Background: an optimization exercise with open tools, aiming at small area, a short achievable clock period and few clock cycles per item. Do not read the settings as production practice.
Function was checked by simulation only, so behaviour that the tests miss may differ from the original.
Power is estimated from default activity; no workload was simulated.

== run A ==
==> flow/design.v (excerpt) <==
module servo_slew_limited_pwm_top #(
  parameter int CHANNELS = 5
) (
  input  logic               clk,
  input  logic               rst_n,
  input  logic               in_valid,
  output logic               in_ready,
  input  logic               in_op,
  input  logic [2:0]         in_channel,
  input  logic signed [11:0] in_target_pos,
  input  logic [11:0]        in_step_limit,
  input  logic               in_enable_req,
  input  logic [4:0]         in_pins_low,
  output logic               out_valid,
  input  logic               out_ready,
  output logic [2:0]         out_channel,
  output logic               out_pwm_write,
  output logic [11:0]        out_pwm_value,
  output logic               out_last,
  input  logic               cfg_we,
  input  logic [1:0]         cfg_index,
  input  logic [11:0]        cfg_wdata
);
Size in the first run: roughly 390 flip-flops, ~72 I/O pins, about 0.023 sq mm of cells after synthesis.
==> flow/config.mk <==
export PLATFORM = sky130hd
export DESIGN_NAME = servo_slew_limited_pwm_top
export DESIGN_NICKNAME = servo_slew_limited_pwm_top
export VERILOG_FILES = /design/flow/design.v
export SDC_FILE = /design/flow/constraint.sdc
export NUM_CORES = 4
export LEC_CHECK = 0
export ABC_AREA = 1
export ABC_CLOCK_PERIOD_IN_PS = 5000
export CAP_MARGIN = 20
export CORE_MARGIN = 2
export CORE_UTILIZATION = 40
export SETUP_SLACK_MARGIN = 5
export SLEW_MARGIN = 20
==> flow/constraint.sdc <==
create_clock -name core_clock -period 11.0 [get_ports {clk}]
set_input_delay 2.2000 -clock core_clock [delete_from_list [all_inputs] [get_ports {clk}]]
set_output_delay 2.2000 -clock core_clock [all_outputs]
set_load 0.01 [all_outputs]
run.sh (not shown) runs the stock make flow with config.mk's settings and CLKGATE_MAP_FILE= SYNTH_SCRIPT=/design/flow/synth_recipe.tcl, a recipe that flattens the netlist after the stock synthesis.
Testbench counts of run A, summed over its fixed seeds: cycles 11,359, items 9,600.
The inputs of run B differ from those of run A as listed below.
- a deleted ABC_AREA that had been 1
--- outcome ---
- The final layout from run A, which completed every stage, passed the timing, design-rule and antenna checks at the end of the flow.
- Every stage of the flow completed for run B, and the final layout passed the timing, design-rule and antenna checks.
- Final clock period utilization by the worst path for run B is lower than for run A.
- Comparing run A and run B, the higher final net count is on run A.
- | relative contribution of combinational cells to total power | run B vs run A | 6.6 points higher |
- Vias: run B fewer than run A
- On number of cell rows, the lower figure sits with run B, not run A.
--- input diff run B..run C ---
- swapping 40 for 55 in CORE_UTILIZATION
- putting CTS_CLUSTER_SIZE at 30 where nothing was set
- clearing ABC_CLOCK_PERIOD_IN_PS, which used to be 5000
- putting CTS_CLUSTER_DIAMETER at 100 where nothing was set
## What came out
- [compare] base=run B new=run C: worst setup slack lost 150 ps, core utilization increased by 15 points relative to the old numbers, first-pass GRT wire length shows a reduction of 2.9 mm.

Setup of build 48:
servo_slew_limited_pwm_top, a different RTL version from the one above (not shown whole).
For scale: ~2600 cells after synthesis, ~72 I/O pins.
Settings: LEC_CHECK=0, CAP_MARGIN=20, CORE_MARGIN=2, CORE_UTILIZATION=55, CTS_BUF_LIST=sky130_fd_sc_hd__clkbuf_8, CTS_CLUSTER_DIAMETER=60, CTS_CLUSTER_SIZE=20, SETUP_SLACK_MARGIN=5, SLEW_MARGIN=20; clock period 11.0 ns.
The flow did not stop early for build 48: all stages ran, and the layout cleared the timing, design-rule and antenna checks.
Testbench counts of build 48, summed over its fixed seeds: cycles 9,884, items 9,600.
The following lists how build 72 was set up differently from build 48:
==> flow/config.mk <==
export PLATFORM = sky130hd
export DESIGN_NAME = servo_slew_limited_pwm_top
export DESIGN_NICKNAME = servo_slew_limited_pwm_top
export VERILOG_FILES = /design/flow/design.v
export SDC_FILE = /design/flow/constraint.sdc
export NUM_CORES = 4
export LEC_CHECK = 0
export ABC_CLOCK_PERIOD_IN_PS = 5000
export CAP_MARGIN = 20
export CORE_MARGIN = 2
export CORE_UTILIZATION = 40
export SETUP_SLACK_MARGIN = 5
export SLEW_MARGIN = 20
[summary]
- Utilization in build 72 vs build 48: down 16 points
- Between build 48 and build 72, the difference in area occupied by registers is negligible.
- In the metrics for build 48 and build 72, the one carrying the lower source-to-sink clock delay at the later pin of the worst-skew pair is build 72.
- Total wire length, build 48 and build 72: larger value in build 72
- Compared with build 48, build 72 shows global-route usage lower by 6.1 points.
- Higher non-clock buffer total of the final layout was reported by build 72, not build 48.
- Build 72 and build 48 ended up with roughly the same reported combinational group power.
- Looking only at met3 wire length, and setting everything else aside, the higher value of build 48 and build 72 goes to build 72.
- Layout overhead on the synthesized area: build 72 higher than build 48
- Lower clock buffer count among build 48 and build 72: build 48
- The higher combinational share of power of build 48 and build 72 is in build 48.
diff inputs: build 72 => build 80
==> flow/flow/run.sh (new file) <==
#!/bin/bash
set -euo pipefail
bash standard.sh SETUP_SLACK_MARGIN=6.5 finish > standard.log 2>&1
==> flow/standard.sh (new file) <==
#!/bin/bash
# synth_recipe.tcl (not shown) runs the flow's synth.tcl, then flattens the netlist and writes it again
# the make line also repeats each setting of config.mk as NAME=value (left out here)
make -C /OpenROAD-flow-scripts/flow DESIGN_CONFIG=/design/flow/config.mk WORK_HOME=/design/flow/orfs CLKGATE_MAP_FILE= SYNTH_SCRIPT=/design/flow/synth_recipe.tcl "${@:-finish}"
==> flow/config.mk <==
export PLATFORM = sky130hd
export DESIGN_NAME = servo_slew_limited_pwm_top
export DESIGN_NICKNAME = servo_slew_limited_pwm_top
export VERILOG_FILES = /design/flow/design.v
export SDC_FILE = /design/flow/constraint.sdc
export NUM_CORES = 4
export LEC_CHECK = 0
export CAP_MARGIN = 20
export CORE_MARGIN = 2
export CORE_UTILIZATION = 55
export CTS_CLUSTER_DIAMETER = 100
export CTS_CLUSTER_SIZE = 30
export SLEW_MARGIN = 20
removed: flow/run.sh
Results
Build 80 finished every step from synthesis to the final layout, and the layout passed the timing, design-rule and antenna checks.
Against build 72, build 80 comes in about 27% lower on die area.
Looking only at total CTS buffers, and setting everything else aside, the lower value of build 80 and build 72 goes to build 80.
Build 80 ended up with fewer standard cells than build 72.
Build 72 → build 80: slack of the worst reg-to-reg path went up; weighted congestion at the end of routability-driven global placement saw a decrease; global routing usage on met1 now larger; detailed-routed wire length on met2 +18%.
The clock buffer instance count of the final layout number comes out higher for build 72 vs build 80.
Build 80: post-route cell area higher than build 72
Build 80 reports its cell at the slowest stage of the critical path as sky130_fd_sc_hd__fa_2 while build 72 reports sky130_fd_sc_hd__fa_1.
On via count of the first global-routing pass, the higher figure sits with build 80, not build 72.
When build 80 is measured against build 72, its number of iterations in the first detailed-routing pass turns out 1 higher.
### build 80 -> build 38
==> flow/run.sh (new file) <==
#!/bin/bash
# synth_recipe.tcl (not shown) runs the flow's synth.tcl, then flattens the netlist and writes it again
# the make line also repeats each setting of config.mk as NAME=value (left out here)
make -C /OpenROAD-flow-scripts/flow DESIGN_CONFIG=/design/flow/config.mk WORK_HOME=/design/flow/orfs CLKGATE_MAP_FILE= SYNTH_SCRIPT=/design/flow/synth_recipe.tcl finish
-- flow/config.mk --
<<< build 80, line 9
export CORE_MARGIN = 2
export CORE_UTILIZATION = 55
export CTS_CLUSTER_DIAMETER = 100
export CTS_CLUSTER_SIZE = 30
export SLEW_MARGIN = 20
>>> build 38, line 9
export CORE_MARGIN = 2
export CORE_UTILIZATION = 55
export SETUP_SLACK_MARGIN = 5
export SLEW_MARGIN = 20
export TNS_END_PERCENT = 0
removed: flow/flow/run.sh
removed: flow/standard.sh
==> comparison <==
- Compared build 38 vs build 80, and share of the cycle needed by the critical path after routing is up in build 38.
- Summary of build 38 over build 80: count of filler cells inserted in the layout higher; sequential group power went down by about 3%; overall routed net length went down 11000 um.
- In the final design statistics, build 38 uses fewer standard cells in total than build 80.
- Compared with build 80, build 38 shows a maximum cell stage delay along the critical path that is 0.02 ns higher.
- Relative to build 80, the clock latency on the worst-skew pair of build 38 is higher by 0.03 ns.
- Non-clock buffer count, build 80 and build 38: smaller value in build 38
- Compared with build 80, build 38 ends up with less cell area.

-- separate check: timing with driven ports --
In the flow no input, the clock included, has a driving cell. The finished layouts below were timed again as built, in two steps.
Step 1 (the two cells are an assumption about what drives the block):
set clk [get_ports {clk}]
set_driving_cell -lib_cell sky130_fd_sc_hd__clkbuf_16 $clk
set_driving_cell -lib_cell sky130_fd_sc_hd__buf_2 [delete_from_list [all_inputs] $clk]
Step 2 also shifts input and output timing later by t, the mid clock arrival at the registers, as if the neighbouring blocks saw the same clock.
Slacks: ideal ports / drivers / drivers and shift; pairs: ideal ports / drivers.
| run | t (ns) | setup WS [ns] | hold slack, ns |
|---|---|---|---|
| run A | 0.638 | 5.434 / 5.434 / 5.434 | 0.321 / 0.321 / 0.321 |
| run B | 0.603 | 5.537 / 5.537 / 5.537 | 0.323 / 0.323 / 0.323 |
| run C | 0.594 | 5.386 / 5.386 / 5.386 | 0.330 / 0.330 / 0.330 |
| build 48 | 0.684 | 5.222 / 5.222 / 5.222 | 0.329 / 0.329 / 0.329 |
| build 72 | 0.641 | 5.247 / 5.247 / 5.247 | 0.289 / 0.289 / 0.289 |
| build 80 | 0.612 | 5.497 / 5.497 / 5.497 | 0.328 / 0.328 / 0.328 |
| build 38 | 0.638 | 5.020 / 5.020 / 5.020 | 0.322 / 0.322 / 0.322 |
After both steps setup and hold are still met in every run listed.
